Source: an optimization exercise on an open RTL-to-GDS flow (aim: small area). Production flows keep margins and buffers that such runs may drop.
In this exercise RTL edits were held to simulation tests only and were not proved equivalent to the original.
Power and IR drop assume default switching activity.

==> design.v <==
package rvviTracePkg;
  localparam int xlen = 32;
  localparam int insnWidth = 32;
  localparam int orderWidth = 64;
  localparam int numGprs = 32;
  localparam int regAddrWidth = 5;
  typedef enum logic [1:0] {
    userMode       = 2'd0,
    supervisorMode = 2'd1,
    machineMode    = 2'd3
  } privMode_t;
endpackage
package rvviCsrPkg;
  typedef enum logic [2:0] {
    slotMstatus  = 3'd0,
    slotMisa     = 3'd1,
    slotMie      = 3'd2,
    slotMtvec    = 3'd3,
    slotMscratch = 3'd4,
    slotMepc     = 3'd5,
    slotMcause   = 3'd6,
    slotMip      = 3'd7
  } csrSlot_t;
  localparam int numCsrs = 8;
  localparam logic [numCsrs*12-1:0] csrAddrTable = {
    12'h344,   
    12'h342,   
    12'h341,   
    12'h340,   
    12'h305,   
    12'h304,   
    12'h301,   
    12'h300    
  };
  localparam logic [numCsrs*32-1:0] csrResetTable = {
    32'h0000_0000,   
    32'h0000_0000,   
    32'h0000_0000,   
    32'h0000_0000,   
    32'h0000_0000,   
    32'h0000_0000,   
    32'h4000_1104,   
    32'h0000_0000    
  };
endpackage
`timescale 1ns/1ns
module retireStage (
  input  logic                                  rvvi,
  input  logic                                  rstN,
  input  logic                                  retireValid,
  input  logic [rvviTracePkg::orderWidth-1:0]   order,
  input  logic [rvviTracePkg::insnWidth-1:0]    insn,
  input  logic                                  trap,
  input  logic                                  intr,
  input  rvviTracePkg::privMode_t               mode,
  input  logic [rvviTracePkg::xlen-1:0]         pcRdata,
  output logic                                  rvviValid,
  output logic [rvviTracePkg::orderWidth-1:0]   rvviOrder,
  output logic [rvviTracePkg::insnWidth-1:0]    rvviInsn,
  output logic                                  rvviTrap,
  output logic                                  rvviIntr,
  output rvviTracePkg::privMode_t               rvviMode,
  output logic [rvviTracePkg::xlen-1:0]         rvviPc
);
  always_ff @(posedge rvvi) begin
    rvviValid <= retireValid & rstN;
  end
  always_ff @(posedge rvvi) begin
    rvviOrder <= order;
    rvviInsn  <= insn;
    rvviTrap  <= trap;
    rvviIntr  <= intr;
    rvviMode  <= mode;
    rvviPc    <= pcRdata;
  end
endmodule
`timescale 1ns/1ns
module csrBitNext (
  input  logic rdata,
  input  logic wdata,
  input  logic wmask,
  input  logic value,
  input  logic loadSel,
  input  logic holdSel,
  output logic nextValue,
  output logic changed
);
  logic merged;
  assign merged    = wmask ? wdata : rdata;
  assign nextValue = (loadSel & merged) | (holdSel & value);
  assign changed   = merged ^ value;
endmodule
module csrMerge (
  input  logic                                                           rvvi,
  input  logic                                                           rstN,
  input  logic                                                           retireValid,
  input  logic [rvviCsrPkg::numCsrs-1:0][rvviTracePkg::xlen-1:0]          csrRdata,
  input  logic [rvviCsrPkg::numCsrs-1:0][rvviTracePkg::xlen-1:0]          csrRmask,
  input  logic [rvviCsrPkg::numCsrs-1:0][rvviTracePkg::xlen-1:0]          csrWdata,
  input  logic [rvviCsrPkg::numCsrs-1:0][rvviTracePkg::xlen-1:0]          csrWmask,
  output logic [rvviCsrPkg::numCsrs-1:0][rvviTracePkg::xlen-1:0]          csrValue,
  output logic [rvviCsrPkg::numCsrs-1:0]                                 csrWb
);
  logic [rvviCsrPkg::numCsrs-1:0][rvviTracePkg::xlen-1:0] nextValue;
  logic [rvviCsrPkg::numCsrs-1:0][rvviTracePkg::xlen-1:0] bitChanged;
  logic loadSel;
  logic holdSel;
  assign loadSel = retireValid & rstN;
  assign holdSel = ~retireValid & rstN;
  for (genvar slot = 0; slot < rvviCsrPkg::numCsrs; slot++) begin : gSlot
    for (genvar b = 0; b < rvviTracePkg::xlen; b++) begin : gBit
      csrBitNext i_bit (
        .rdata     (csrRdata[slot][b]),
        .wdata     (csrWdata[slot][b]),
        .wmask     (csrWmask[slot][b]),
        .value     (csrValue[slot][b]),
        .loadSel   (loadSel),
        .holdSel   (holdSel),
        .nextValue (nextValue[slot][b]),
        .changed   (bitChanged[slot][b])
      );
    end
  end
  always_ff @(posedge rvvi) begin
    csrValue <= nextValue | ({rvviCsrPkg::numCsrs*rvviTracePkg::xlen{~rstN}}
                             & rvviCsrPkg::csrResetTable);
  end
  always_ff @(posedge rvvi) begin
    for (int slot = 0; slot < rvviCsrPkg::numCsrs; slot++) begin
      csrWb[slot] <= loadSel & (|bitChanged[slot]);
    end
  end
endmodule
`timescale 1ns/1ns
module gprWriteback (
  input  logic                                  rvvi,
  input  logic                                  rstN,
  input  logic                                  retireValid,
  input  logic                                  trap,
  input  logic [rvviTracePkg::regAddrWidth-1:0] rdAddr,
  input  logic [rvviTracePkg::xlen-1:0]         rdWdata,
  output logic [rvviTracePkg::numGprs-1:0]      gprWb,
  output logic [rvviTracePkg::xlen-1:0]         gprWdata
);
  logic [rvviTracePkg::regAddrWidth-1:0] wbAddr;
  logic writeEnable;
  assign writeEnable = retireValid & ~trap & rstN;
  always_ff @(posedge rvvi) begin
    wbAddr <= writeEnable ? rdAddr : '0;
  end
  always_comb begin
    gprWb = '0;
    for (int reg_i = 1; reg_i < rvviTracePkg::numGprs; reg_i++) begin
      gprWb[reg_i] = (wbAddr == rvviTracePkg::regAddrWidth'(reg_i));
    end
  end
  always_ff @(posedge rvvi) begin
    gprWdata <= rdWdata;
  end
endmodule
`timescale 1ns/1ns
module rvfiToRvvi (
  input  logic                                                  rvvi,
  input  logic                                                  rstN,
  input  logic                                                  retireValid,
  input  logic [rvviTracePkg::orderWidth-1:0]                   order,
  input  logic [rvviTracePkg::insnWidth-1:0]                    insn,
  input  logic                                                  trap,
  input  logic                                                  intr,
  input  rvviTracePkg::privMode_t                               mode,
  input  logic [rvviTracePkg::xlen-1:0]                         pcRdata,
  input  logic [rvviTracePkg::regAddrWidth-1:0]                 rdAddr,
  input  logic [rvviTracePkg::xlen-1:0]                         rdWdata,
  input  logic [rvviCsrPkg::numCsrs-1:0][rvviTracePkg::xlen-1:0] csrRdata,
  input  logic [rvviCsrPkg::numCsrs-1:0][rvviTracePkg::xlen-1:0] csrRmask,
  input  logic [rvviCsrPkg::numCsrs-1:0][rvviTracePkg::xlen-1:0] csrWdata,
  input  logic [rvviCsrPkg::numCsrs-1:0][rvviTracePkg::xlen-1:0] csrWmask,
  output logic                                                  rvviValid,
  output logic [rvviTracePkg::orderWidth-1:0]                   rvviOrder,
  output logic [rvviTracePkg::insnWidth-1:0]                    rvviInsn,
  output logic                                                  rvviTrap,
  output logic                                                  rvviIntr,
  output rvviTracePkg::privMode_t                               rvviMode,
  output logic [rvviTracePkg::xlen-1:0]                         rvviPc,
  output logic [rvviCsrPkg::numCsrs-1:0][rvviTracePkg::xlen-1:0] csrValue,
  output logic [rvviCsrPkg::numCsrs-1:0]                        csrWb,
  output logic [rvviTracePkg::numGprs-1:0]                      gprWb,
  output logic [rvviTracePkg::xlen-1:0]                         gprWdata
);
  retireStage i_retireStage (
    .rvvi        (rvvi),
    .rstN        (rstN),
    .retireValid (retireValid),
    .order       (order),
    .insn        (insn),
    .trap        (trap),
    .intr        (intr),
    .mode        (mode),
    .pcRdata     (pcRdata),
    .rvviValid   (rvviValid),
    .rvviOrder   (rvviOrder),
    .rvviInsn    (rvviInsn),
    .rvviTrap    (rvviTrap),
    .rvviIntr    (rvviIntr),
    .rvviMode    (rvviMode),
    .rvviPc      (rvviPc)
  );
  csrMerge i_csrMerge (
    .rvvi        (rvvi),
    .rstN        (rstN),
    .retireValid (retireValid),
    .csrRdata    (csrRdata),
    .csrRmask    (csrRmask),
    .csrWdata    (csrWdata),
    .csrWmask    (csrWmask),
    .csrValue    (csrValue),
    .csrWb       (csrWb)
  );
  gprWriteback i_gprWriteback (
    .rvvi        (rvvi),
    .rstN        (rstN),
    .retireValid (retireValid),
    .trap        (trap),
    .rdAddr      (rdAddr),
    .rdWdata     (rdWdata),
    .gprWb       (gprWb),
    .gprWdata    (gprWdata)
  );
endmodule
==> flow/run.sh <==
#!/bin/bash
# Standard layout with: port buffers of the smallest buffer cell, synthesis
# cells downsized after floorplan, and a clock tree of small buffers without
# dummy loads.
set -euo pipefail
F=$PWD/flow
bash standard.sh "BUFFER_PORTS_ARGS=-buffer_cell sky130_fd_sc_hd__buf_1" \
  "CTS_ARGS=-sink_clustering_enable -repair_clock_nets -dont_use_dummy_load -buf_list sky130_fd_sc_hd__clkbuf_4 -sink_clustering_size 20" \
  "POST_FLOORPLAN_TCL=$F/downsize.tcl" \
  finish > standard.log 2>&1
==> flow/downsize.tcl <==
# Give every combinational cell that synthesis upsized its smallest size;
# repair_design fixes any slew or capacitance this leaves during placement.
set n 0
foreach inst [get_cells *] {
  set m [get_property $inst ref_name]
  if {[regexp {^(sky130_fd_sc_hd__[a-z0-9]+)_([0-9]+)$} $m -> base size] && $size > 1
      && ![string match "*df*" $base] && ![string match "*clk*" $base]} {
    set small [get_lib_cells -quiet ${base}_1]
    if {$small eq ""} { set small [get_lib_cells -quiet ${base}_0] }
    if {$small ne ""} {
      replace_cell $inst $small
      incr n
    }
  }
}
puts "downsize: replaced $n cells"
==> standard.sh <==
#!/bin/bash
# synth_recipe.tcl (not shown) runs the flow's synth.tcl, then flattens the netlist and writes it again
# the make line also repeats each setting of config.mk as NAME=value (left out here)
make -C /OpenROAD-flow-scripts/flow DESIGN_CONFIG=/design/flow/config.mk WORK_HOME=/design/flow/orfs CLKGATE_MAP_FILE= SYNTH_SCRIPT=/design/flow/synth_recipe.tcl "${@:-finish}"
==> config.mk <==
export PLATFORM = sky130hd
export DESIGN_NAME = rvfiToRvvi
export DESIGN_NICKNAME = rvfiToRvvi
export VERILOG_FILES = /design/flow/design.v
export SDC_FILE = /design/flow/constraint.sdc
export NUM_CORES = 4
export LEC_CHECK = 0
export CAP_MARGIN = 20
export CORE_AREA = 10 10 570 570
export DIE_AREA = 0 0 580 580
export SLEW_MARGIN = 20
export SYNTH_HIERARCHICAL = 1
==> constraint.sdc <==
create_clock -name core_clock -period 10.0 [get_ports {rvvi}]
set_input_delay 2.0000 -clock core_clock [delete_from_list [all_inputs] [get_ports {rvvi}]]
set_output_delay 2.0000 -clock core_clock [all_outputs]
set_load 0.01 [all_outputs]
==> out/summary.json, run 1 <==
{
  "floorplan": {
    "top_level_ports": 1657,
    "die-width_um": 580,
    "die_h_um": 580,
    "die_area_mm2": 0.336,
    "core-area_mm2": 0.312,
    "starting_density_of_the_core": 0.0579,
    "core.rowCount": 205
  },
  "clock_network": {
    "clk_transition_reported_paths_ns": 0.06,
    "clock_insertion_delay_worst_skew_ns": 1.16,
    "tritoncts": "built",
    "holdBufCountCts": 0,
    "tritoncts_num_sinks": 434,
    "numCtsBuffers": 149,
    "depth_of_the_cts_h_tree": 4,
    "cts_repair_resize_count": 0,
    "cts_max_path_buffers": 4,
    "ctsRootBufferMaster": "sky130_fd_sc_hd__clkbuf_4",
    "post_cts_repair_timing_setup_buffer_count": 0
  },
  "critical_path": {
    "critPathCaptureType": "output pin",
    "worst_r2r_startpoint": "i_csrMerge.csrValue[7]$_DFF_P_",
    "critPathArrivalTime_ns": 2.52,
    "r2r_endpoint": "i_csrMerge.csrWb[0]$_DFF_P_",
    "critical_path_class": "reg -> out",
    "cp_max_fo": 8,
    "cp_data_required_time_ns": 8.00,
    "worstSetupStartpointType": "flip-flop",
    "worst-r2r-cell-count": 4,
    "reg2reg_setup_slack_ns": 7.64
  },
  "route": {
    "drt_first_iter_violations": 912,
    "routed-via-count": 19742,
    "drcViolationCount": 0,
    "post_drt_via_cell_ratio": 2.77,
    "drt-total-wl_mm": 256,
    "ant_nets": 0,
    "wl_per_cell_um": 35.9,
    "detailedRoute.firstPassIterationCount": 4
  },
  "timing": {
    "fin_crit_sh": 0.452,
    "grt_setup_unrepaired": "false",
    "finish_stage_setup_viols": 0,
    "fin_crit_ns": 4.52,
    "fin_setup_tns_ns": 0,
    "max_freq_mhz": 221,
    "finClkSkew_ns": 0.0750,
    "maxSlewViolCount": 0,
    "finalHoldViolations": 0,
    "tightest_slew_ns": 1.08,
    "maxSlewHeadroom": 0.277
  },
  "cells_and_area": {
    "final_net_count": 4101,
    "final-instance-count-excl-fill": 7123,
    "synthToLayoutAreaGrowth_pct": 59.0,
    "post_route_cells_drive_above_1_share": 0.0551
  },
  "synth": {
    "register_area_share_after_synthesis": 0.480,
    "syn_avg_cell_area_um2": 13.4,
    "synthCells": 1352,
    "synth-edff-count": 0,
    "post-synth-top-area-fraction": 0.480,
    "synth_top_cells_by_area": "sky130_fd_sc_hd__dfxtp_1 (48%), sky130_fd_sc_hd__mux2_4 (21%), sky130_fd_sc_hd__a22o_1 (12%)",
    "synthesis.nets": 2548,
    "synth.distinct_cells": 23,
    "async_set_or_reset_register_ratio_after_synthesis": 0,
    "total_of_flip_flops_plus_latches_after_synthesis": 434,
    "synth_top_cell_by_area": "sky130_fd_sc_hd__dfxtp_1",
    "synth-warning-count": 9,
    "dominantRegCellSynth": "sky130_fd_sc_hd__dfxtp_1",
    "synth_area_mm2": 0.0181,
    "synth.top_cells.by_count": "sky130_fd_sc_hd__dfxtp_1 (434), sky130_fd_sc_hd__a22o_1 (256), sky130_fd_sc_hd__mux2_4 (256), sky130_fd_sc_hd__xor2_1 (256)",
    "yosys.cell_count.top_type": "sky130_fd_sc_hd__dfxtp_1"
  },
  "place": {
    "dp.cells": 6894,
    "port_buffers": 1399,
    "dpl.hpwl_mm": 237,
    "place_congestion": 0.957
  },
  "grt": {
    "grtUsageTotal": 0.145,
    "grt_overflow": 0,
    "antenna_found_initial": 369,
    "number_of_global_route_vias_before_repair": 19325,
    "grt_first_pass_wirelength_mm": 297,
    "grt_start_max_net_pins": 126
  },
  "power_and_ir_drop": {
    "powerDensity_mw_per_mm2": 152,
    "power.ir.vdd_worst_v": 0.0000749,
    "static-leakage-power_nw": 9.64
  },
  "worst_hold_path": {
    "cells_on_worst_hold_path": 1,
    "hold_path_end": "i_csrMerge.csrValue[8]$_DFF_P_",
    "hold_path_startpoint": "i_csrMerge.csrValue[8]$_DFF_P_",
    "min-delay-path-class": "reg -> reg"
  },
  "job": {
    "max-cap-violations": 0
  },
  "outcome": {
    "run_status": "finished clean"
  }
}
[stage by stage]
stage	util	hold slack [ns]	worst slack, ns	instance area, µm²	total power [W]
6_report	0.0921	0.524	5.48	28800	0.00436
4_1_cts	0.0915	0.525	5.23	28600	0.00453
5_1_grt	0.0918	0.541	5.31	28700	0.00462
3_5_place_dp	0.0879	0.506	5.07	27400	0.00283
2_1_floorplan	-	0.562	2.48	18100	0.00237
3_3_place_gp	0.0879	0.504	5.05	27400	0.00282
[cell type report]
cell class,count,area (µm²)
clock buffers,149,1120
diodes,80,200
well taps,4140,5180
inverters,1,11.3
repair buffers,1406,5330
flip-flops and latches,434,8690
multi-input cells,913,8230
fillers,36564,283000
[per-module statistics from Yosys, one instance, submodules excluded, a selection]
module	copies in the design	flops+latches	cell area [µm²]
gprWriteback	1	37	1000
csrBitNext	256	0	32.5
csrMerge	1	264	6080
retireStage	1	133	2670
[cell usage in the layout (no fill, tap or decap), types with 6 or more instances in the layout]
master                     synthesis  routed
sky130_fd_sc_hd__buf_1             0    1399
sky130_fd_sc_hd__dfxtp_1         434     434
sky130_fd_sc_hd__mux2_1            0     256
sky130_fd_sc_hd__a22o_1          256     256
sky130_fd_sc_hd__xor2_1          256     256
sky130_fd_sc_hd__clkbuf_4          0     149
sky130_fd_sc_hd__diode_2           0      80
sky130_fd_sc_hd__nor4_1           32      62
sky130_fd_sc_hd__nor2_1           31      31
sky130_fd_sc_hd__nand4_1          16      16
sky130_fd_sc_hd__o21a_1            8       8
sky130_fd_sc_hd__nand2b_1          6       6
sky130_fd_sc_hd__and2_1            6       6
[worst max path at each step]
stage / to / cells after the start / from / slack (ns)
4_1_cts: gprWb[22] / 3 / i_gprWriteback.wbAddr[2]$_SDFF_PN0_ / 5.23
3_5_place_dp: i_csrMerge.csrWb[0]$_DFF_P_ / 6 / csrRdata[7] / 5.07
6_report: gprWb[22] / 3 / i_gprWriteback.wbAddr[2]$_SDFF_PN0_ / 5.48
2_1_floorplan: i_csrMerge.csrValue[34]$_DFF_P_ / 3 / rstN / 2.48
5_1_grt: gprWb[22] / 3 / i_gprWriteback.wbAddr[2]$_SDFF_PN0_ / 5.31
3_3_place_gp: i_csrMerge.csrWb[0]$_DFF_P_ / 6 / csrRdata[7] / 5.05
[logic make-up after synthesis]
| kind of cell | synth area share |
|---|---|
| other | 0.000207 |
| muxes | 0.213 |
| and+or+nand+nor | 0.0542 |
| DFF | 0.480 |
| AOI/OAI and AO/OA | 0.127 |
| buffers and inverters | 0.00125 |
| xor gates and xnor gates | 0.124 |
[flip-flops by register name, summed over array words and instances, names as in the netlist]
signal	flops
i_csrMerge.csrValue	256
i_csrMerge.csrWb	8
i_retireStage.rvviIntr	1
i_retireStage.rvviPc	32
i_retireStage.rvviTrap	1
i_retireStage.rvviValid	1
i_retireStage.rvviInsn	32
i_retireStage.rvviMode	2
i_gprWriteback.gprWdata	32
i_retireStage.rvviOrder	64
i_gprWriteback.wbAddr	5
[layer usage]
layer / wire length (µm) / GRT usage / up-vias / share of wire
met2: 117000 / 0.243 / 1834 / 0.46
met4: 14400 / 0.0589 / 196 / 0.056
li1: - / - / 8260 / -
met3: 52900 / 0.142 / 861 / 0.21
met5: 1350 / 0 / - / 0.0053
met1: 70000 / 0.112 / 8591 / 0.27
[where the power goes]
group	internal [W]	switching [W]
clock	0.000669	0.000927
sequential	0.00184	0.0000771
combinational	0.000292	0.000554
total	0.00280	0.00156
[worst max-delay path: stages, from the launching register on]
cell and delay (ns):
sky130_fd_sc_hd__dfxtp_1 0.43, sky130_fd_sc_hd__or3b_1 0.50, sky130_fd_sc_hd__nor2_1 0.20, sky130_fd_sc_hd__buf_1 0.23
==> run 2: changes to the inputs <==
==> flow/run.sh (replaced) <==
#!/bin/bash
# Standard layout with: port buffers of the smallest buffer cell, synthesis
# cells downsized after floorplan, and a clock tree of small buffers without
# dummy loads.
set -euo pipefail
F=$PWD/flow
bash standard.sh "BUFFER_PORTS_ARGS=-buffer_cell sky130_fd_sc_hd__buf_1" \
  "CTS_ARGS=-sink_clustering_enable -repair_clock_nets -dont_use_dummy_load -buf_list sky130_fd_sc_hd__clkbuf_4 -sink_clustering_size 8 -sink_clustering_max_diameter 50" \
  "POST_FLOORPLAN_TCL=$F/downsize.tcl" \
  finish > standard.log 2>&1
==> run 2 against run 1 <==
  * Largest power group unchanged
  * Non-clock buffer count unchanged
  * Highest routed layer unchanged
  * Core utilization down 0.099 points
  * Clock-buffer cell count decreased by 45
  * Cell count down 0.48%
  * Sequential share of layout area increased by 0.33 points
  * Combinational power decreased by 0.5%
  * Via count fell by 1.7%
==> out/summary.json, run 2 <==
{
  "grt": {
    "grt_overflow": {"value": 0, "change": "unchanged"},
    "antenna_found_initial": {"value": 368, "change": "-0.27%"},
    "grtUsageTotal": {"value": 0.144, "change": "-0.000857"},
    "grt_start_max_net_pins": {"value": 126, "change": "unchanged"},
    "grt_use_met2": {"value": 0.244, "change": "+0.000916"},
    "globalRouteMet1Util": {"value": 0.115, "change": "+0.00257"},
    "groute.layer.met3.usage": {"value": 0.137, "change": "-0.00571"},
    "grt_most_used_layer": "met2",
    "number_of_global_route_vias_before_repair": {"value": 18925, "change": "-2.1%"},
    "grt_first_pass_wirelength": {"value": 295, "unit": "mm", "change": "-0.61%"}
  },
  "route": {
    "drt-total-wl": {"value": 254, "unit": "mm", "change": "-0.63%"},
    "post_drt_via_cell_ratio": {"value": 2.74, "change": "-1.2%"},
    "drt_first_iter_violations": {"value": 910, "change": "-0.22%"},
    "routed-via-count": {"value": 19414, "change": "-1.7%"},
    "wl_per_cell": {"value": 35.9, "unit": "µm", "change": "-0.16%"},
    "drcViolationCount": {"value": 0, "change": "unchanged"},
    "ant_nets": {"value": 0, "change": "unchanged"},
    "detailedRoute.firstPassIterationCount": {"value": 5, "change": "+1"}
  },
  "place": {
    "place_congestion": {"value": 0.957, "change": "unchanged"},
    "preCtsSetupSlack": {"value": 5.07, "unit": "ns", "change": "unchanged"},
    "port_buffers": {"value": 1399, "change": "unchanged"},
    "dpl.hpwl": {"value": 237, "unit": "mm", "change": "unchanged"}
  },
  "timing": {
    "fin_crit_sh": {"value": 0.438, "change": "-0.0141"},
    "grt_setup_unrepaired": "false",
    "maxSlewHeadroom": {"value": 0.290, "change": "+0.0130"},
    "finish_stage_setup_viols": {"value": 0, "change": "unchanged"},
    "tightest_slew": {"value": 1.06, "unit": "ns", "change": "-0.0195 ns"},
    "maxSlewViolCount": {"value": 0, "change": "unchanged"},
    "finalHoldViolations": {"value": 0, "change": "unchanged"},
    "fin_setup_tns": {"value": 0, "unit": "ns", "change": "unchanged"},
    "finClkSkew": {"value": 0.191, "unit": "ns", "change": "+0.116 ns"},
    "fin_hold_ws": {"value": 0.523, "unit": "ns", "change": "-0.000486 ns"},
    "setup_slack": {"value": 5.62, "unit": "ns", "change": "+0.141 ns"},
    "max_freq": {"value": 229, "unit": "MHz", "change": "+3.2%"},
    "fin_crit": {"value": 4.38, "unit": "ns", "change": "-0.141 ns"}
  },
  "floorplan": {
    "die_h": {"value": 580, "unit": "µm", "change": "unchanged"},
    "top_level_ports": {"value": 1657, "change": "unchanged"},
    "starting_density_of_the_core": {"value": 0.0579, "change": "unchanged"},
    "die_area": {"value": 0.336, "unit": "mm²", "change": "unchanged"},
    "die-width": {"value": 580, "unit": "µm", "change": "unchanged"},
    "core-area": {"value": 0.312, "unit": "mm²", "change": "unchanged"},
    "core.rowCount": {"value": 205, "change": "unchanged"}
  },
  "clock_network": {
    "clock_insertion_delay_worst_skew": {"value": 1.19, "unit": "ns", "change": "+0.03 ns"},
    "tritoncts_num_sinks": {"value": 434, "change": "unchanged"},
    "holdBufCountCts": {"value": 0, "change": "unchanged"},
    "ctsRootBufferMaster": "sky130_fd_sc_hd__clkbuf_4",
    "post_cts_repair_timing_setup_buffer_count": {"value": 0, "change": "unchanged"},
    "depth_of_the_cts_h_tree": {"value": 3, "change": "-1"},
    "clk_transition_reported_paths": {"value": 0.06, "unit": "ns", "change": "about the same"},
    "numCtsBuffers": {"value": 104, "change": "-30%"},
    "tritoncts": "built",
    "cts_repair_resize_count": {"value": 0, "change": "unchanged"},
    "cts_max_path_buffers": {"value": 4, "change": "unchanged"}
  },
  "synth": {
    "yosys.cell_count.top_type": "sky130_fd_sc_hd__dfxtp_1",
    "register_area_share_after_synthesis": {"value": 0.480, "change": "unchanged"},
    "synthesis.nets": {"value": 2548, "change": "unchanged"},
    "syn_avg_cell_area": {"value": 13.4, "unit": "µm²", "change": "unchanged"},
    "synth.top_cells.by_count": "sky130_fd_sc_hd__dfxtp_1 (434), sky130_fd_sc_hd__a22o_1 (256), sky130_fd_sc_hd__mux2_4 (256), sky130_fd_sc_hd__xor2_1 (256)",
    "synth.distinct_cells": {"value": 23, "change": "unchanged"},
    "dominantRegCellSynth": "sky130_fd_sc_hd__dfxtp_1",
    "synth-edff-count": {"value": 0, "change": "unchanged"},
    "synth_top_cell_by_area": "sky130_fd_sc_hd__dfxtp_1",
    "total_of_flip_flops_plus_latches_after_synthesis": {"value": 434, "change": "unchanged"},
    "synthCells": {"value": 1352, "change": "unchanged"},
    "post-synth-top-area-fraction": {"value": 0.480, "change": "unchanged"},
    "synth_top_cells_by_area": "sky130_fd_sc_hd__dfxtp_1 (48%), sky130_fd_sc_hd__mux2_4 (21%), sky130_fd_sc_hd__a22o_1 (12%)",
    "async_set_or_reset_register_ratio_after_synthesis": {"value": 0, "change": "unchanged"},
    "synth_area": {"value": 0.0181, "unit": "mm²", "change": "unchanged"},
    "synth-warning-count": {"value": 9, "change": "unchanged"}
  },
  "critical_path": {
    "max_stage_delay": {"value": 0.51, "unit": "ns", "change": "about the same"},
    "critical-path-slowest-cell": "sky130_fd_sc_hd__or3b_1",
    "critPathArrivalTime": {"value": 2.38, "unit": "ns", "change": "-0.14 ns"},
    "cp_max_fo": {"value": 8, "change": "unchanged"},
    "reg2reg_setup_slack": {"value": 7.69, "unit": "ns", "change": "+0.05 ns"},
    "cp.buffers_inverters": {"value": 1, "change": "unchanged"},
    "cp_data_required_time": {"value": 8.00, "unit": "ns", "change": "about the same"},
    "critPathCaptureType": "output pin",
    "critical_path_class": "reg -> out",
    "worstSetupStartpointType": "flip-flop",
    "path_delay_family": "simple AND/OR/NAND/NOR gates",
    "crit_path_cell_trace": "or3b_1 -> nor2_1 -> buf_1"
  },
  "cells_and_area": {
    "final_net_count": {"value": 4056, "change": "-1.1%"},
    "largest_registers_in_the_final_layout": "i_csrMerge.csrValue: 256 flops, i_retireStage.rvviOrder: 64 flops",
    "regMostFlops": "i_csrMerge.csrValue",
    "post_route_cells_drive_above_1_share": {"value": 0.0402, "change": "-0.0149"},
    "max_reg_flops": {"value": 256, "change": "unchanged"},
    "commonest_non_fill_non_tap_cells_in_the_layout": "sky130_fd_sc_hd__buf_1 (1399), sky130_fd_sc_hd__dfxtp_1 (434), sky130_fd_sc_hd__mux2_1 (256), sky130_fd_sc_hd__a22o_1 (256), sky130_fd_sc_hd__xor2_1 (256)",
    "final_core_utilization": {"value": 0.0911, "change": "-0.000994"},
    "final_common_cell": "sky130_fd_sc_hd__buf_1",
    "synthToLayoutAreaGrowth_pct": 57.3,
    "fill_cells": {"value": 36590, "change": "+0.071%"}
  },
  "power_and_ir_drop": {
    "powerDensity": {"value": 142, "unit": "mW/mm²", "change": "-6.2%"},
    "static-leakage-power": {"value": 9.43, "unit": "nW", "change": "-2.1%"},
    "power.ir.vdd_worst": {"value": 0.0000798, "unit": "V", "change": "+6.5%"},
    "power.total": {"value": 0.00404, "unit": "W", "change": "-7.2%"}
  },
  "outcome": {
    "run_status": "finished clean"
  },
  "worst_hold_path": {
    "min-delay-path-class": "reg -> reg"
  },
  "job": {
    "max-cap-violations": {"value": 0, "change": "unchanged"}
  }
}
==> run 2: final timing paths <==
check                                                         start                               to  cells after the start
worst max-delay path            i_gprWriteback.wbAddr[2]$_SDFF_PN0_                        gprWb[22]                      3
worst min-delay path                i_csrMerge.csrValue[45]$_DFF_P_  i_csrMerge.csrValue[45]$_DFF_P_                      1
worst max register to register       i_csrMerge.csrValue[7]$_DFF_P_      i_csrMerge.csrWb[0]$_DFF_P_                      4
worst min register to register      i_csrMerge.csrValue[45]$_DFF_P_  i_csrMerge.csrValue[45]$_DFF_P_                      1
==> run 2: cell families after synthesis <==
| logic type | count (synthesis) | synth area share |
|---|---|---|
| compound gates | 264 | 0.127 |
| xor+xnor | 256 | 0.124 |
| buf+inv | 5 | 0.00125 |
| flops | 434 | 0.480 |
| mux | 256 | 0.213 |
| other cells | 1 | 0.000207 |
| simple gates | 136 | 0.0542 |
==> run 2: through the flow <==
step | instances | area, µm²
2_1_floorplan | 1352 | 18100
3_3_place_gp | 6894 | 27400
3_5_place_dp | 6894 | 27400
4_1_cts | 6998 | 28200
5_1_grt | 7039 | 28300
6_report | 7089 | 28400
==> run 2: power breakdown <==
part           switching, W  internal [W]  leakage (nW)
Combinational      0.000551      0.000292          5.34
Clock              0.000822      0.000466         0.479
Sequential        0.0000769       0.00184          3.61
Total               0.00145       0.00259          9.43
==> run 2: cell type report <==
class,instances,area (µm²),share of cell area
diodes,91,228,0.00800
clock buffers,104,781,0.0274
inverters,1,11.3,0.000396
multi-input cells,913,8230,0.289
flip-flops and latches,434,8690,0.305
well taps,4140,5180,0.182
repair buffers,1406,5330,0.187
==> run 2: layer usage <==
metal	routed length [µm]	up-vias
met2	118000	1778
met5	1250	-
met4	12600	186
li1	-	8178
met1	71000	8482
met3	51200	790
==> run 2: per-module statistics from Yosys, one instance, submodules excluded, a selection <==
module,cells,area (µm²)
retireStage,134,2670
csrMerge,359,6080
csrBitNext,3,32.5
gprWriteback,91,1000
==> run 3: changes to the inputs <==
==> flow/run.sh (replaced) <==
#!/bin/bash
# Standard layout with: pins on met2, met3 and met4 so that a smaller die holds them, port buffers of the smallest buffer cell, synthesis
# cells downsized after floorplan, and a clock tree of small buffers without
# dummy loads.
set -euo pipefail
F=$PWD/flow
bash standard.sh "BUFFER_PORTS_ARGS=-buffer_cell sky130_fd_sc_hd__buf_1" \
  "IO_PLACER_H=met3" "IO_PLACER_V=met2 met4" \
  "CTS_ARGS=-sink_clustering_enable -repair_clock_nets -dont_use_dummy_load -buf_list sky130_fd_sc_hd__clkbuf_4 -sink_clustering_size 8 -sink_clustering_max_diameter 50" \
  "POST_FLOORPLAN_TCL=$F/downsize.tcl" \
  finish > standard.log 2>&1
--- a/config.mk
+++ b/config.mk
@@ -6,7 +6,7 @@
 export NUM_CORES = 4
 export LEC_CHECK = 0
 export CAP_MARGIN = 20
-export CORE_AREA = 10 10 570 570
-export DIE_AREA = 0 0 580 580
+export CORE_AREA = 10 10 370 370
+export DIE_AREA = 0 0 380 380
 export SLEW_MARGIN = 20
 export SYNTH_HIERARCHICAL = 1
==> run 3 against run 2 <==
  * Still clean
  * Register-to-register slack got worse by 0.48 ns
  * Fmax decreased by 0.32%
  * Largest cell class unchanged
  * Die area is 57% lower
  * Critical path type unchanged
  * Flip-flop and latch count stayed put
  * Cell count fell by 34%
  * Worst setup slack worse by 0.014 ns
==> out/summary.json, run 3 <==
{
  "outcome": {
    "run_status": "finished clean"
  },
  "clock_network": {
    "cts_repair_resize_count": {"value": 0, "change": "unchanged"},
    "clock_insertion_delay_worst_skew": {"value": 1.00, "unit": "ns", "change": "-0.19 ns"},
    "numCtsBuffers": {"value": 87, "change": "-16%"},
    "tritoncts_num_sinks": {"value": 434, "change": "unchanged"},
    "tritoncts": "built",
    "ctsRootBufferMaster": "sky130_fd_sc_hd__clkbuf_4",
    "depth_of_the_cts_h_tree": {"value": 3, "change": "unchanged"},
    "cts_max_path_buffers": {"value": 3, "change": "-1"},
    "holdBufCountCts": {"value": 0, "change": "unchanged"},
    "clk_transition_reported_paths": {"value": 0.08, "unit": "ns", "change": "+0.02 ns"},
    "post_cts_repair_timing_setup_buffer_count": {"value": 0, "change": "unchanged"}
  },
  "route": {
    "drt-total-wl": {"value": 154, "unit": "mm", "change": "-39%"},
    "detailedRoute.firstPassIterationCount": {"value": 5, "change": "unchanged"},
    "wl_per_cell": {"value": 33.2, "unit": "µm", "change": "-7.5%"},
    "drt_first_iter_violations": {"value": 1266, "change": "+39%"},
    "routed-via-count": {"value": 18996, "change": "-2.2%"},
    "post_drt_via_cell_ratio": {"value": 4.08, "change": "+49%"},
    "drcViolationCount": {"value": 0, "change": "unchanged"},
    "ant_nets": {"value": 0, "change": "unchanged"}
  },
  "cells_and_area": {
    "fill_cells": {"value": 14665, "change": "-60%"},
    "synthToLayoutAreaGrowth_pct": 39.6,
    "max_reg_flops": {"value": 256, "change": "unchanged"},
    "final_common_cell": "sky130_fd_sc_hd__buf_1",
    "largest_registers_in_the_final_layout": "i_csrMerge.csrValue: 256 flops, i_retireStage.rvviOrder: 64 flops",
    "post_route_cells_drive_above_1_share": {"value": 0.0338, "change": "-0.00645"},
    "commonest_non_fill_non_tap_cells_in_the_layout": "sky130_fd_sc_hd__buf_1 (1399), sky130_fd_sc_hd__dfxtp_1 (434), sky130_fd_sc_hd__mux2_1 (256), sky130_fd_sc_hd__a22o_1 (256), sky130_fd_sc_hd__xor2_1 (256)",
    "regMostFlops": "i_csrMerge.csrValue",
    "final_core_utilization": {"value": 0.195, "change": "+0.104"},
    "final_net_count": {"value": 4039, "change": "-0.42%"}
  },
  "synth": {
    "synth_top_cells_by_area": "sky130_fd_sc_hd__dfxtp_1 (48%), sky130_fd_sc_hd__mux2_4 (21%), sky130_fd_sc_hd__a22o_1 (12%)",
    "synth_top_cell_by_area": "sky130_fd_sc_hd__dfxtp_1",
    "synth.top_cells.by_count": "sky130_fd_sc_hd__dfxtp_1 (434), sky130_fd_sc_hd__a22o_1 (256), sky130_fd_sc_hd__mux2_4 (256), sky130_fd_sc_hd__xor2_1 (256)",
    "yosys.cell_count.top_type": "sky130_fd_sc_hd__dfxtp_1",
    "synthesis.nets": {"value": 2548, "change": "unchanged"},
    "dominantRegCellSynth": "sky130_fd_sc_hd__dfxtp_1",
    "total_of_flip_flops_plus_latches_after_synthesis": {"value": 434, "change": "unchanged"},
    "synth-edff-count": {"value": 0, "change": "unchanged"},
    "register_area_share_after_synthesis": {"value": 0.480, "change": "unchanged"},
    "post-synth-top-area-fraction": {"value": 0.480, "change": "unchanged"},
    "synth.distinct_cells": {"value": 23, "change": "unchanged"},
    "synthCells": {"value": 1352, "change": "unchanged"},
    "synth-warning-count": {"value": 9, "change": "unchanged"},
    "syn_avg_cell_area": {"value": 13.4, "unit": "µm²", "change": "unchanged"},
    "async_set_or_reset_register_ratio_after_synthesis": {"value": 0, "change": "unchanged"},
    "synth_area": {"value": 0.0181, "unit": "mm²", "change": "unchanged"}
  },
  "timing": {
    "fin_setup_tns": {"value": 0, "unit": "ns", "change": "unchanged"},
    "fin_crit": {"value": 4.39, "unit": "ns", "change": "+0.0139 ns"},
    "fin_crit_sh": {"value": 0.439, "change": "+0.00139"},
    "finalHoldViolations": {"value": 0, "change": "unchanged"},
    "maxSlewHeadroom": {"value": 0.107, "change": "-0.183"},
    "tightest_slew": {"value": 1.33, "unit": "ns", "change": "+0.262 ns"},
    "grt_setup_unrepaired": "false",
    "finish_stage_setup_viols": {"value": 0, "change": "unchanged"},
    "max_freq": {"value": 228, "unit": "MHz", "change": "-0.32%"},
    "finClkSkew": {"value": 0.130, "unit": "ns", "change": "-0.0616 ns"},
    "maxSlewViolCount": {"value": 0, "change": "unchanged"}
  },
  "grt": {
    "grtUsageTotal": {"value": 0.203, "change": "+0.0586"},
    "grt_start_max_net_pins": {"value": 142, "change": "+13%"},
    "grt_overflow": {"value": 0, "change": "unchanged"},
    "grt_first_pass_wirelength": {"value": 196, "unit": "mm", "change": "-33%"},
    "number_of_global_route_vias_before_repair": {"value": 19740, "change": "+4.3%"},
    "antenna_found_initial": {"value": 123, "change": "-67%"}
  },
  "critical_path": {
    "cp_max_fo": {"value": 8, "change": "unchanged"},
    "critPathCaptureType": "output pin",
    "worst_r2r_startpoint": "i_csrMerge.csrValue[84]$_DFF_P_",
    "critPathArrivalTime": {"value": 2.39, "unit": "ns", "change": "about the same"},
    "critical-path-slowest-cell": "sky130_fd_sc_hd__or3b_1",
    "r2r_endpoint": "i_csrMerge.csrWb[2]$_DFF_P_",
    "reg2reg_setup_slack": {"value": 7.21, "unit": "ns", "change": "-0.48 ns"},
    "cp_data_required_time": {"value": 8.00, "unit": "ns", "change": "about the same"},
    "worstSetupStartpointType": "flip-flop",
    "path_delay_family": "simple AND/OR/NAND/NOR gates",
    "worst-r2r-cell-count": {"value": 4, "change": "unchanged"},
    "cp.buffers_inverters": {"value": 1, "change": "unchanged"},
    "max_stage_delay": {"value": 0.50, "unit": "ns", "change": "about the same"},
    "critical_path_class": "reg -> out",
    "crit_path_cell_trace": "or3b_1 -> nor2_1 -> buf_1"
  },
  "place": {
    "place_congestion": {"value": 1.05, "change": "+9.2%"},
    "dpl.hpwl": {"value": 138, "unit": "mm", "change": "-42%"},
    "port_buffers": {"value": 1399, "change": "unchanged"}
  },
  "floorplan": {
    "die_area": {"value": 0.144, "unit": "mm²", "change": "-57%"},
    "core-area": {"value": 0.129, "unit": "mm²", "change": "-59%"},
    "top_level_ports": {"value": 1657, "change": "unchanged"},
    "starting_density_of_the_core": {"value": 0.140, "change": "+0.0821"},
    "die_h": {"value": 380, "unit": "µm", "change": "-34%"},
    "die-width": {"value": 380, "unit": "µm", "change": "-34%"},
    "core.rowCount": {"value": 132, "change": "-36%"}
  },
  "worst_hold_path": {
    "cells_on_worst_hold_path": {"value": 1, "change": "unchanged"},
    "hold_path_startpoint": "i_csrMerge.csrValue[203]$_DFF_P_",
    "min-delay-path-class": "reg -> reg",
    "hold_path_end": "i_csrMerge.csrValue[203]$_DFF_P_"
  },
  "power_and_ir_drop": {
    "powerDensity": {"value": 152, "unit": "mW/mm²", "change": "+7.0%"},
    "power.ir.vdd_worst": {"value": 0.0000873, "unit": "V", "change": "+9.4%"},
    "static-leakage-power": {"value": 9.35, "unit": "nW", "change": "-0.88%"}
  },
  "job": {
    "max-cap-violations": {"value": 0, "change": "unchanged"}
  }
}
-- run 3: area by class of cell --
cell class / instances / area, µm² / share of cell area
clock buffers: 87 / 653 / 0.0259
diodes: 69 / 173 / 0.00684
flip-flops and latches: 434 / 8690 / 0.344
inverters: 1 / 11.3 / 0.000446
multi-input cells: 913 / 8220 / 0.326
well taps: 1742 / 2180 / 0.0864
repair buffers: 1406 / 5320 / 0.211
-- run 3: worst max path at each step --
stage	endpoint	startpoint	cells after the start	slack, ns
after global routing	gprWb[8]	i_gprWriteback.wbAddr[3]$_SDFF_PN0_	3	5.40
final	gprWb[10]	i_gprWriteback.wbAddr[3]$_SDFF_PN0_	3	5.61
after floorplan	i_csrMerge.csrValue[34]$_DFF_P_	rstN	3	2.48
after detailed placement	i_csrMerge.csrWb[2]$_DFF_P_	csrWmask[88]	6	5.16
after global placement	i_csrMerge.csrWb[2]$_DFF_P_	csrWmask[88]	6	5.19
after CTS	gprWb[10]	i_gprWriteback.wbAddr[3]$_SDFF_PN0_	3	5.42
-- run 3: per-module statistics from Yosys, one instance, submodules excluded, excerpt --
module	flip-flops and latches	cell area [µm²]	cells inside	times used
csrMerge	264	6080	359	1
retireStage	133	2670	134	1
csrBitNext	0	32.5	3	256
gprWriteback	37	1000	91	1
-- run 3: power by group --
group | total, W | leakage, nW | internal (W) | switching (W)
sequential | 0.00194 | 3.61 | 0.00184 | 0.0000990
combinational | 0.000790 | 5.33 | 0.000292 | 0.000498
clock | 0.00111 | 0.401 | 0.000394 | 0.000720
total | 0.00384 | 9.35 | 0.00252 | 0.00132
-- run 3: worst register-to-register path: stages (launching register included) --
cell	delay, ns
sky130_fd_sc_hd__dfxtp_1	0.50
sky130_fd_sc_hd__xor2_1	0.14
sky130_fd_sc_hd__nor4_1	1.10
sky130_fd_sc_hd__nand4_1	0.59
sky130_fd_sc_hd__o21a_1	0.33
-- run 3: cells by family after synthesis --
kind of cell | count (synthesis) | share of synthesized area
muxes | 256 | 0.213
xor gates and xnor gates | 256 | 0.124
DFF | 434 | 0.480
buffers and inverters | 5 | 0.00125
and+or+nand+nor | 136 | 0.0542
AOI/OAI and AO/OA | 264 | 0.127
other | 1 | 0.000207
-- run 3: per-layer routing --
metal	up-vias	wire length [µm]	track usage
met5	-	200	0
met4	28	12000	0.142
li1	8098	-	-
met1	8794	57900	0.225
met2	1430	69500	0.318
met3	646	14700	0.0781
-- run 3: metrics by stage --
step | power (W) | setup slack [ns] | cell area (µm²) | std cells | hold WS (ns)
after floorplan | 0.00237 | 2.48 | 18100 | 1352 | 0.562
after global placement | 0.00277 | 5.19 | 24400 | 4496 | 0.504
after detailed placement | 0.00276 | 5.16 | 24400 | 4496 | 0.510
after CTS | 0.00393 | 5.42 | 25100 | 4583 | 0.531
after global routing | 0.00403 | 5.40 | 25200 | 4639 | 0.542
final | 0.00384 | 5.61 | 25200 | 4652 | 0.526
==> run 4: changes to the inputs <==
--- a/config.mk
+++ b/config.mk
@@ -6,7 +6,7 @@
 export NUM_CORES = 4
 export LEC_CHECK = 0
 export CAP_MARGIN = 20
-export CORE_AREA = 10 10 370 370
-export DIE_AREA = 0 0 380 380
+export CORE_AREA = 10 10 410 410
+export DIE_AREA = 0 0 420 420
 export SLEW_MARGIN = 20
 export SYNTH_HIERARCHICAL = 1
==> run 4 against run 3 <==
  * Clock skew fell by 0.0016 ns
  * First-iteration DRC count decreased by 5.5%
  * Clock-buffer cell count is 7 lower
  * Combinational power is essentially flat
  * Wire length decreased by 2.8%
  * Largest cell class unchanged
  * Largest power group unchanged
==> out/summary.json, run 4 <==
{
  "outcome": {
    "run_status": "finished clean"
  },
  "floorplan": {
    "die-width": {"value": 420, "unit": "µm", "change": "+11%"},
    "top_level_ports": {"value": 1657, "change": "unchanged"},
    "core.rowCount": {"value": 146, "change": "+11%"},
    "core-area": {"value": 0.159, "unit": "mm²", "change": "+23%"},
    "starting_density_of_the_core": {"value": 0.114, "change": "-0.0261"},
    "die_h": {"value": 420, "unit": "µm", "change": "+11%"},
    "die_area": {"value": 0.176, "unit": "mm²", "change": "+22%"}
  },
  "grt": {
    "grtUsageTotal": {"value": 0.158, "change": "-0.0445"},
    "groute.layer.met3.usage": {"value": 0.0819, "change": "+0.00378"},
    "grt_most_used_layer": "met2",
    "globalRouteMet1Util": {"value": 0.153, "change": "-0.0713"},
    "grt_first_pass_wirelength": {"value": 185, "unit": "mm", "change": "-6.0%"},
    "grt_overflow": {"value": 0, "change": "unchanged"},
    "grt_start_max_net_pins": {"value": 138, "change": "-2.8%"},
    "number_of_global_route_vias_before_repair": {"value": 19593, "change": "-0.74%"},
    "grt_use_met2": {"value": 0.251, "change": "-0.0661"},
    "antenna_found_initial": {"value": 107, "change": "-13%"}
  },
  "power_and_ir_drop": {
    "static-leakage-power": {"value": 9.32, "unit": "nW", "change": "-0.31%"},
    "power.ir.vdd_worst": {"value": 0.000107, "unit": "V", "change": "+23%"},
    "power.total": {"value": 0.00374, "unit": "W", "change": "-2.6%"},
    "powerDensity": {"value": 146, "unit": "mW/mm²", "change": "-4.2%"}
  },
  "timing": {
    "maxSlewHeadroom": {"value": 0.235, "change": "+0.128"},
    "maxSlewViolCount": {"value": 0, "change": "unchanged"},
    "tightest_slew": {"value": 1.14, "unit": "ns", "change": "-0.189 ns"},
    "max_freq": {"value": 214, "unit": "MHz", "change": "-6.0%"},
    "finClkSkew": {"value": 0.128, "unit": "ns", "change": "-0.00158 ns"},
    "finalHoldViolations": {"value": 0, "change": "unchanged"},
    "finish_stage_setup_viols": {"value": 0, "change": "unchanged"},
    "fin_setup_tns": {"value": 0, "unit": "ns", "change": "unchanged"},
    "grt_setup_unrepaired": "false",
    "fin_crit": {"value": 4.67, "unit": "ns", "change": "+0.278 ns"},
    "fin_crit_sh": {"value": 0.467, "change": "+0.0278"}
  },
  "synth": {
    "synth.distinct_cells": {"value": 23, "change": "unchanged"},
    "dominantRegCellSynth": "sky130_fd_sc_hd__dfxtp_1",
    "syn_avg_cell_area": {"value": 13.4, "unit": "µm²", "change": "unchanged"},
    "yosys.cell_count.top_type": "sky130_fd_sc_hd__dfxtp_1",
    "synth_top_cells_by_area": "sky130_fd_sc_hd__dfxtp_1 (48%), sky130_fd_sc_hd__mux2_4 (21%), sky130_fd_sc_hd__a22o_1 (12%)",
    "synthesis.nets": {"value": 2548, "change": "unchanged"},
    "total_of_flip_flops_plus_latches_after_synthesis": {"value": 434, "change": "unchanged"},
    "post-synth-top-area-fraction": {"value": 0.480, "change": "unchanged"},
    "register_area_share_after_synthesis": {"value": 0.480, "change": "unchanged"},
    "synth-edff-count": {"value": 0, "change": "unchanged"},
    "async_set_or_reset_register_ratio_after_synthesis": {"value": 0, "change": "unchanged"},
    "synth-warning-count": {"value": 9, "change": "unchanged"},
    "synthCells": {"value": 1352, "change": "unchanged"},
    "synth.top_cells.by_count": "sky130_fd_sc_hd__dfxtp_1 (434), sky130_fd_sc_hd__a22o_1 (256), sky130_fd_sc_hd__mux2_4 (256), sky130_fd_sc_hd__xor2_1 (256)",
    "synth_area": {"value": 0.0181, "unit": "mm²", "change": "unchanged"},
    "synth_top_cell_by_area": "sky130_fd_sc_hd__dfxtp_1"
  },
  "route": {
    "wl_per_cell": {"value": 30.1, "unit": "µm", "change": "-9.3%"},
    "post_drt_via_cell_ratio": {"value": 3.75, "change": "-8.3%"},
    "detailedRoute.firstPassIterationCount": {"value": 5, "change": "unchanged"},
    "drt-total-wl": {"value": 150, "unit": "mm", "change": "-2.8%"},
    "routed-via-count": {"value": 18666, "change": "-1.7%"},
    "drcViolationCount": {"value": 0, "change": "unchanged"},
    "drt_first_iter_violations": {"value": 1196, "change": "-5.5%"},
    "ant_nets": {"value": 0, "change": "unchanged"}
  },
  "critical_path": {
    "worst_r2r_startpoint": "i_csrMerge.csrValue[73]$_DFF_P_",
    "reg2reg_setup_slack": {"value": 7.48, "unit": "ns", "change": "+0.27 ns"},
    "worstSetupStartpointType": "flip-flop",
    "critical-path-slowest-cell": "sky130_fd_sc_hd__nor2_1",
    "critical_path_class": "reg -> out",
    "worst-r2r-cell-count": {"value": 4, "change": "unchanged"},
    "critPathCaptureType": "output pin",
    "critPathArrivalTime": {"value": 2.67, "unit": "ns", "change": "+0.28 ns"},
    "max_stage_delay": {"value": 0.64, "unit": "ns", "change": "+0.14 ns"},
    "cp_max_fo": {"value": 9, "change": "+1"},
    "r2r_endpoint": "i_csrMerge.csrWb[2]$_DFF_P_",
    "cp_data_required_time": {"value": 8.00, "unit": "ns", "change": "about the same"},
    "crit_path_cell_trace": "nand2b_1 -> nor2_1 -> buf_1"
  },
  "place": {
    "port_buffers": {"value": 1399, "change": "unchanged"},
    "dpl.hpwl": {"value": 134, "unit": "mm", "change": "-2.5%"},
    "place_congestion": {"value": 1.04, "change": "-0.63%"},
    "dp.cells": {"value": 4825, "change": "+7.3%"}
  },
  "clock_network": {
    "numCtsBuffers": {"value": 80, "change": "-8.0%"},
    "clock_insertion_delay_worst_skew": {"value": 0.98, "unit": "ns", "change": "-0.02 ns"},
    "post_cts_repair_timing_setup_buffer_count": {"value": 0, "change": "unchanged"},
    "cts_max_path_buffers": {"value": 3, "change": "unchanged"},
    "tritoncts_num_sinks": {"value": 434, "change": "unchanged"},
    "depth_of_the_cts_h_tree": {"value": 3, "change": "unchanged"},
    "tritoncts": "built",
    "cts_repair_resize_count": {"value": 0, "change": "unchanged"},
    "ctsRootBufferMaster": "sky130_fd_sc_hd__clkbuf_4",
    "clk_transition_reported_paths": {"value": 0.09, "unit": "ns", "change": "about the same"},
    "holdBufCountCts": {"value": 0, "change": "unchanged"}
  },
  "job": {
    "max-cap-violations": {"value": 0, "change": "unchanged"}
  },
  "worst_hold_path": {
    "cells_on_worst_hold_path": {"value": 1, "change": "unchanged"},
    "min-delay-path-class": "reg -> reg",
    "hold_path_end": "i_csrMerge.csrValue[194]$_DFF_P_",
    "hold_path_startpoint": "i_csrMerge.csrValue[194]$_DFF_P_"
  },
  "cells_and_area": {
    "final_common_cell": "sky130_fd_sc_hd__buf_1",
    "fill_cells": {"value": 18092, "change": "+23%"},
    "largest_registers_in_the_final_layout": "i_csrMerge.csrValue: 256 flops, i_retireStage.rvviOrder: 64 flops",
    "commonest_non_fill_non_tap_cells_in_the_layout": "sky130_fd_sc_hd__buf_1 (1399), sky130_fd_sc_hd__dfxtp_1 (434), sky130_fd_sc_hd__mux2_1 (256), sky130_fd_sc_hd__a22o_1 (256), sky130_fd_sc_hd__xor2_1 (256)",
    "max_reg_flops": {"value": 256, "change": "unchanged"},
    "synthToLayoutAreaGrowth_pct": 41.8,
    "regMostFlops": "i_csrMerge.csrValue",
    "final-instance-count-excl-fill": {"value": 4984, "change": "+7.1%"},
    "post_route_cells_drive_above_1_share": {"value": 0.0314, "change": "-0.00238"},
    "final_net_count": {"value": 4031, "change": "-0.20%"}
  }
}
[run 4: modules after synthesis (local to each module, per instance), a selection]
module,flops+latches,cells inside,times used
csrMerge,264,359,1
csrBitNext,0,3,256
gprWriteback,37,91,1
retireStage,133,134,1
[run 4: metal layers]
layer	vias up	share of wire
met5	-	0.0017
met4	36	0.096
met3	641	0.12
met2	1404	0.46
met1	8492	0.33
li1	8093	-
[run 4: worst max-delay path, delay by kind of cell (launching register included)]
kind | cells | cell delay (ns)
simple gates | 2 | 1.09
flops | 1 | 0.34
buf+inv | 1 | 0.26
[run 4: through the flow]
| step | hold WS [ns] | worst slack, ns | utilization | instance area [µm²] |
|---|---|---|---|---|
| 2_1_floorplan | 0.562 | 2.48 | - | 18100 |
| 3_3_place_gp | 0.505 | 4.87 | 0.157 | 24900 |
| 3_5_place_dp | 0.509 | 4.84 | 0.157 | 24900 |
| 4_1_cts | 0.528 | 5.12 | 0.160 | 25500 |
| 5_1_grt | 0.542 | 5.13 | 0.161 | 25600 |
| 6_report | 0.524 | 5.33 | 0.162 | 25600 |
[run 4: layout make-up]
| cell class | count | area, µm² | share of cell area |
|---|---|---|---|
| timing repair buffer | 1405 | 5330 | 0.208 |
| tap | 2072 | 2590 | 0.101 |
| multi-input combinational | 913 | 8230 | 0.321 |
| sequential | 434 | 8690 | 0.339 |
| antenna | 79 | 198 | 0.00771 |
| inverter | 1 | 11.3 | 0.000439 |
| clock buffer | 80 | 601 | 0.0234 |
[run 4: cell families (layout without fill, tap and decap cells)]
kind of cell	count (synthesis)	count (layout)	synth area share
AOI/OAI and AO/OA	264	264	0.127
other	1	80	0.000207
xor gates and xnor gates	256	256	0.124
buffers and inverters	5	1486	0.00125
DFF	434	434	0.480
muxes	256	256	0.213
and+or+nand+nor	136	136	0.0542
[run 4: where the power goes]
group | switching (W) | internal, W | total (W)
Clock | 0.000664 | 0.000363 | 0.00103
Sequential | 0.0000840 | 0.00184 | 0.00192
Combinational | 0.000500 | 0.000293 | 0.000792
[run 4: worst max path at each step]
stage | from | to | slack, ns | depth (start not counted)
2_1_floorplan | rstN | i_csrMerge.csrValue[34]$_DFF_P_ | 2.48 | 3
3_3_place_gp | csrWmask[68] | i_csrMerge.csrWb[2]$_DFF_P_ | 4.87 | 6
3_5_place_dp | csrWmask[68] | i_csrMerge.csrWb[2]$_DFF_P_ | 4.84 | 6
4_1_cts | i_gprWriteback.wbAddr[3]$_SDFF_PN0_ | gprWb[10] | 5.12 | 3
5_1_grt | i_gprWriteback.wbAddr[3]$_SDFF_PN0_ | gprWb[10] | 5.13 | 3
6_report | i_gprWriteback.wbAddr[4]$_SDFF_PN0_ | gprWb[11] | 5.33 | 3
==> run 5: changes to the inputs <==
--- a/config.mk
+++ b/config.mk
@@ -8,5 +8,6 @@
 export CAP_MARGIN = 20
 export CORE_AREA = 10 10 410 410
 export DIE_AREA = 0 0 420 420
+export PLACE_DENSITY = 0.9
 export SLEW_MARGIN = 20
 export SYNTH_HIERARCHICAL = 1
==> run 5 against run 4 <==
  * Still clean
  * Wire length grew 2.7%
  * Worst setup slack gained 0.55 ns
  * Cell count grew 0.28%
  * Non-clock buffer count is the same
  * Die area is the same
  * Area after synthesis is the same
  * Critical path type unchanged
==> out/summary.json, run 5 <==
{
  "floorplan": {
    "die_area": {"value": 0.176, "unit": "mm²", "change": "unchanged"},
    "die_h": {"value": 420, "unit": "µm", "change": "unchanged"},
    "starting_density_of_the_core": {"value": 0.114, "change": "unchanged"},
    "core-area": {"value": 0.159, "unit": "mm²", "change": "unchanged"},
    "die-width": {"value": 420, "unit": "µm", "change": "unchanged"},
    "top_level_ports": {"value": 1657, "change": "unchanged"},
    "core.rowCount": {"value": 146, "change": "unchanged"}
  },
  "place": {
    "dpl.hpwl": {"value": 138, "unit": "mm", "change": "+2.8%"},
    "post_dp_cell_area": {"value": 0.0248, "unit": "mm²", "change": "about the same"},
    "place_congestion": {"value": 1.03, "change": "-1.3%"},
    "port_buffers": {"value": 1399, "change": "unchanged"}
  },
  "clock_network": {
    "cts_repair_resize_count": {"value": 0, "change": "unchanged"},
    "tritoncts": "built",
    "tritoncts_num_sinks": {"value": 434, "change": "unchanged"},
    "clock_insertion_delay_worst_skew": {"value": 1.03, "unit": "ns", "change": "+0.05 ns"},
    "post_cts_repair_timing_setup_buffer_count": {"value": 0, "change": "unchanged"},
    "cts_max_path_buffers": {"value": 3, "change": "unchanged"},
    "depth_of_the_cts_h_tree": {"value": 3, "change": "unchanged"},
    "numCtsBuffers": {"value": 79, "change": "-1.3%"},
    "clk_transition_reported_paths": {"value": 0.08, "unit": "ns", "change": "about the same"},
    "holdBufCountCts": {"value": 0, "change": "unchanged"},
    "ctsRootBufferMaster": "sky130_fd_sc_hd__clkbuf_4"
  },
  "critical_path": {
    "max_stage_delay": {"value": 0.46, "unit": "ns", "change": "-0.18 ns"},
    "critPathArrivalTime": {"value": 2.11, "unit": "ns", "change": "-0.56 ns"},
    "critPathCaptureType": "output pin",
    "critical-path-slowest-cell": "sky130_fd_sc_hd__or3b_1",
    "cp_data_required_time": {"value": 8.00, "unit": "ns", "change": "about the same"},
    "critical_path_class": "reg -> out",
    "worstSetupStartpointType": "flip-flop",
    "crit_path_cell_trace": "or3b_1 -> nor2_1 -> buf_1",
    "cp_max_fo": {"value": 8, "change": "-1"}
  },
  "timing": {
    "maxSlewViolCount": {"value": 0, "change": "unchanged"},
    "tightest_slew": {"value": 1.04, "unit": "ns", "change": "-0.0965 ns"},
    "finalHoldViolations": {"value": 0, "change": "unchanged"},
    "fin_hold_ws": {"value": 0.520, "unit": "ns", "change": "-0.00389 ns"},
    "fin_setup_tns": {"value": 0, "unit": "ns", "change": "unchanged"},
    "grt_setup_unrepaired": "false",
    "max_freq": {"value": 243, "unit": "MHz", "change": "+13%"},
    "finish_stage_setup_viols": {"value": 0, "change": "unchanged"},
    "fin_crit_sh": {"value": 0.411, "change": "-0.0554"},
    "finClkSkew": {"value": 0.130, "unit": "ns", "change": "+0.00148 ns"},
    "fin_crit": {"value": 4.11, "unit": "ns", "change": "-0.554 ns"},
    "maxSlewHeadroom": {"value": 0.305, "change": "+0.0706"}
  },
  "route": {
    "wl_per_cell": {"value": 30.8, "unit": "µm", "change": "+2.4%"},
    "ant_nets": {"value": 0, "change": "unchanged"},
    "routed-via-count": {"value": 19349, "change": "+3.7%"},
    "drt_first_iter_violations": {"value": 1510, "change": "+26%"},
    "detailedRoute.firstPassIterationCount": {"value": 6, "change": "+1"},
    "post_drt_via_cell_ratio": {"value": 3.87, "change": "+3.4%"},
    "drcViolationCount": {"value": 0, "change": "unchanged"},
    "drt-total-wl": {"value": 154, "unit": "mm", "change": "+2.7%"}
  },
  "synth": {
    "syn_avg_cell_area": {"value": 13.4, "unit": "µm²", "change": "unchanged"},
    "synth-warning-count": {"value": 9, "change": "unchanged"},
    "synth_top_cells_by_area": "sky130_fd_sc_hd__dfxtp_1 (48%), sky130_fd_sc_hd__mux2_4 (21%), sky130_fd_sc_hd__a22o_1 (12%)",
    "synth.top_cells.by_count": "sky130_fd_sc_hd__dfxtp_1 (434), sky130_fd_sc_hd__a22o_1 (256), sky130_fd_sc_hd__mux2_4 (256), sky130_fd_sc_hd__xor2_1 (256)",
    "synth.distinct_cells": {"value": 23, "change": "unchanged"},
    "total_of_flip_flops_plus_latches_after_synthesis": {"value": 434, "change": "unchanged"},
    "synth_top_cell_by_area": "sky130_fd_sc_hd__dfxtp_1",
    "synth_area": {"value": 0.0181, "unit": "mm²", "change": "unchanged"},
    "synthesis.nets": {"value": 2548, "change": "unchanged"},
    "dominantRegCellSynth": "sky130_fd_sc_hd__dfxtp_1",
    "yosys.cell_count.top_type": "sky130_fd_sc_hd__dfxtp_1",
    "synth-edff-count": {"value": 0, "change": "unchanged"},
    "register_area_share_after_synthesis": {"value": 0.480, "change": "unchanged"},
    "synthCells": {"value": 1352, "change": "unchanged"},
    "async_set_or_reset_register_ratio_after_synthesis": {"value": 0, "change": "unchanged"},
    "post-synth-top-area-fraction": {"value": 0.480, "change": "unchanged"}
  },
  "power_and_ir_drop": {
    "power.ir.vdd_worst": {"value": 0.000118, "unit": "V", "change": "+10%"},
    "powerDensity": {"value": 146, "unit": "mW/mm²", "change": "about the same"},
    "static-leakage-power": {"value": 9.31, "unit": "nW", "change": "-0.12%"},
    "power.total": {"value": 0.00374, "unit": "W", "change": "+0.11%"}
  },
  "cells_and_area": {
    "fill_cells": {"value": 17875, "change": "-1.2%"},
    "largest_registers_in_the_final_layout": "i_csrMerge.csrValue: 256 flops, i_retireStage.rvviOrder: 64 flops",
    "commonest_non_fill_non_tap_cells_in_the_layout": "sky130_fd_sc_hd__buf_1 (1399), sky130_fd_sc_hd__dfxtp_1 (434), sky130_fd_sc_hd__mux2_1 (256), sky130_fd_sc_hd__a22o_1 (256), sky130_fd_sc_hd__xor2_1 (256)",
    "synthToLayoutAreaGrowth": {"value": 41.9, "unit": "%", "change": "about the same"},
    "final_net_count": {"value": 4030, "change": "-0.025%"},
    "max_reg_flops": {"value": 256, "change": "unchanged"},
    "final_common_cell": "sky130_fd_sc_hd__buf_1",
    "post_route_cells_drive_above_1_share": {"value": 0.0318, "change": "+0.000364"},
    "regMostFlops": "i_csrMerge.csrValue",
    "final_standard_cell_area_without_fillers": {"value": 0.0257, "unit": "mm²", "change": "about the same"}
  },
  "grt": {
    "grtUsageTotal": {"value": 0.162, "change": "+0.00404"},
    "grt_overflow": {"value": 0, "change": "unchanged"},
    "grt_first_pass_wirelength": {"value": 187, "unit": "mm", "change": "+1.5%"},
    "grt_start_max_net_pins": {"value": 156, "change": "+13%"},
    "number_of_global_route_vias_before_repair": {"value": 19700, "change": "+0.55%"},
    "antenna_found_initial": {"value": 132, "change": "+23%"}
  },
  "job": {
    "max-cap-violations": {"value": 0, "change": "unchanged"}
  },
  "outcome": {
    "run_status": "finished clean"
  },
  "worst_hold_path": {
    "min-delay-path-class": "reg -> reg"
  }
}
-- run 5: cell counts after synthesis --
No cell type changed its count.
-- run 5: per-stage QoR --
stage	worst slack [ns]	utilization	cells
after floorplan	2.48	-	1352
after global placement	5.52	0.156	4825
after detailed placement	5.56	0.156	4825
after CTS	5.60	0.160	4904
after global routing	5.62	0.161	4978
final	5.89	0.162	4998
-- run 5: layer usage --
layer	up-vias	routed length [µm]	GRT usage	share of wire
met4	44	16800	0.150	0.11
met1	8746	46000	0.148	0.30
met5	-	283	0.0104	0.0018
met2	1686	71900	0.262	0.47
li1	8136	-	-	-
met3	737	19000	0.0808	0.12
-- run 5: modules after synthesis (local to each module, per instance), excerpt --
| module | times used | flops+latches | cells inside |
|---|---|---|---|
| retireStage | 1 | 133 | 134 |
| gprWriteback | 1 | 37 | 91 |
| csrMerge | 1 | 264 | 359 |
| csrBitNext | 256 | 0 | 3 |
-- run 5: path summary, 6_finish.rpt --
| kind | to | slack [ns] | depth (start not counted) | start |
|---|---|---|---|---|
| max reg2reg | i_csrMerge.csrWb[7]$_DFF_P_ | 7.98 | 4 | i_csrMerge.csrValue[231]$_DFF_P_ |
| min | i_csrMerge.csrValue[199]$_DFF_P_ | 0.52 | 1 | i_csrMerge.csrValue[199]$_DFF_P_ |
| max | gprWb[26] | 5.89 | 3 | i_gprWriteback.wbAddr[3]$_SDFF_PN0_ |
| min reg2reg | i_csrMerge.csrValue[199]$_DFF_P_ | 0.52 | 1 | i_csrMerge.csrValue[199]$_DFF_P_ |
-- run 5: where the power goes --
| group | switching (W) | internal [W] | total (W) |
|---|---|---|---|
| combinational | 0.000506 | 0.000292 | 0.000798 |
| clock | 0.000670 | 0.000357 | 0.00103 |
| sequential | 0.0000818 | 0.00184 | 0.00192 |
| total | 0.00126 | 0.00248 | 0.00374 |
-- run 5: kinds of logic after synthesis --
logic type      Yosys count  share of synthesized area
other cells               1                   0.000207
simple gates            136                     0.0542
xor+xnor                256                      0.124
compound gates          264                      0.127
flops                   434                      0.480
buf+inv                   5                    0.00125
mux                     256                      0.213
-- run 5: area by class of cell --
type	count	area, µm²	area share
flip-flops and latches	434	8690	0.339
repair buffers	1405	5310	0.207
clock buffers	79	593	0.0231
well taps	2072	2590	0.101
inverters	1	11.3	0.000439
diodes	94	235	0.00916
multi-input cells	913	8240	0.321
-- run 5: critical path, delay by kind of cell, from the launching register on --
family                 cells  cell delay [ns]
AND/OR/NAND/NOR            2             0.60
flip-flops                 1             0.43
buffers and inverters      1             0.18

## static timing again, ports no longer ideal
How much do the figures lean on ideal ports? The routed layouts below were timed once more, with nothing changed but the port constraints.
Step 1, drivers: a clkbuf_16 drives rvvi and a buf_2 each remaining input, both assumed.
Step 2 moves the port delays by t, midway between the first and last clock arrival at a register: inputs arrive t later, outputs are due t later. That takes back most of the time a late clock gives input paths.
Three values: ideal, step 1, step 2; two values: the first two.
run | t, ns | slack for setup (ns) | hold WS [ns]
run 1 | 1.244 | 5.483 / 5.380 / 5.142 | 0.524 / 0.524 / 0.524
run 2 | 1.240 | 5.624 / 5.523 / 5.087 | 0.523 / 0.523 / 0.523
run 3 | 0.992 | 5.610 / 5.548 / 5.053 | 0.526 / 0.526 / 0.526
run 4 | 0.980 | 5.332 / 5.254 / 4.994 | 0.524 / 0.524 / 0.524
run 5 | 1.023 | 5.886 / 5.808 / 5.609 | 0.520 / 0.520 / 0.520
After both steps every run listed still meets setup and hold. For run 3, which loses most, drivers alone change the setup slack by -0.062 ns; drivers and shift together by -0.557 ns.
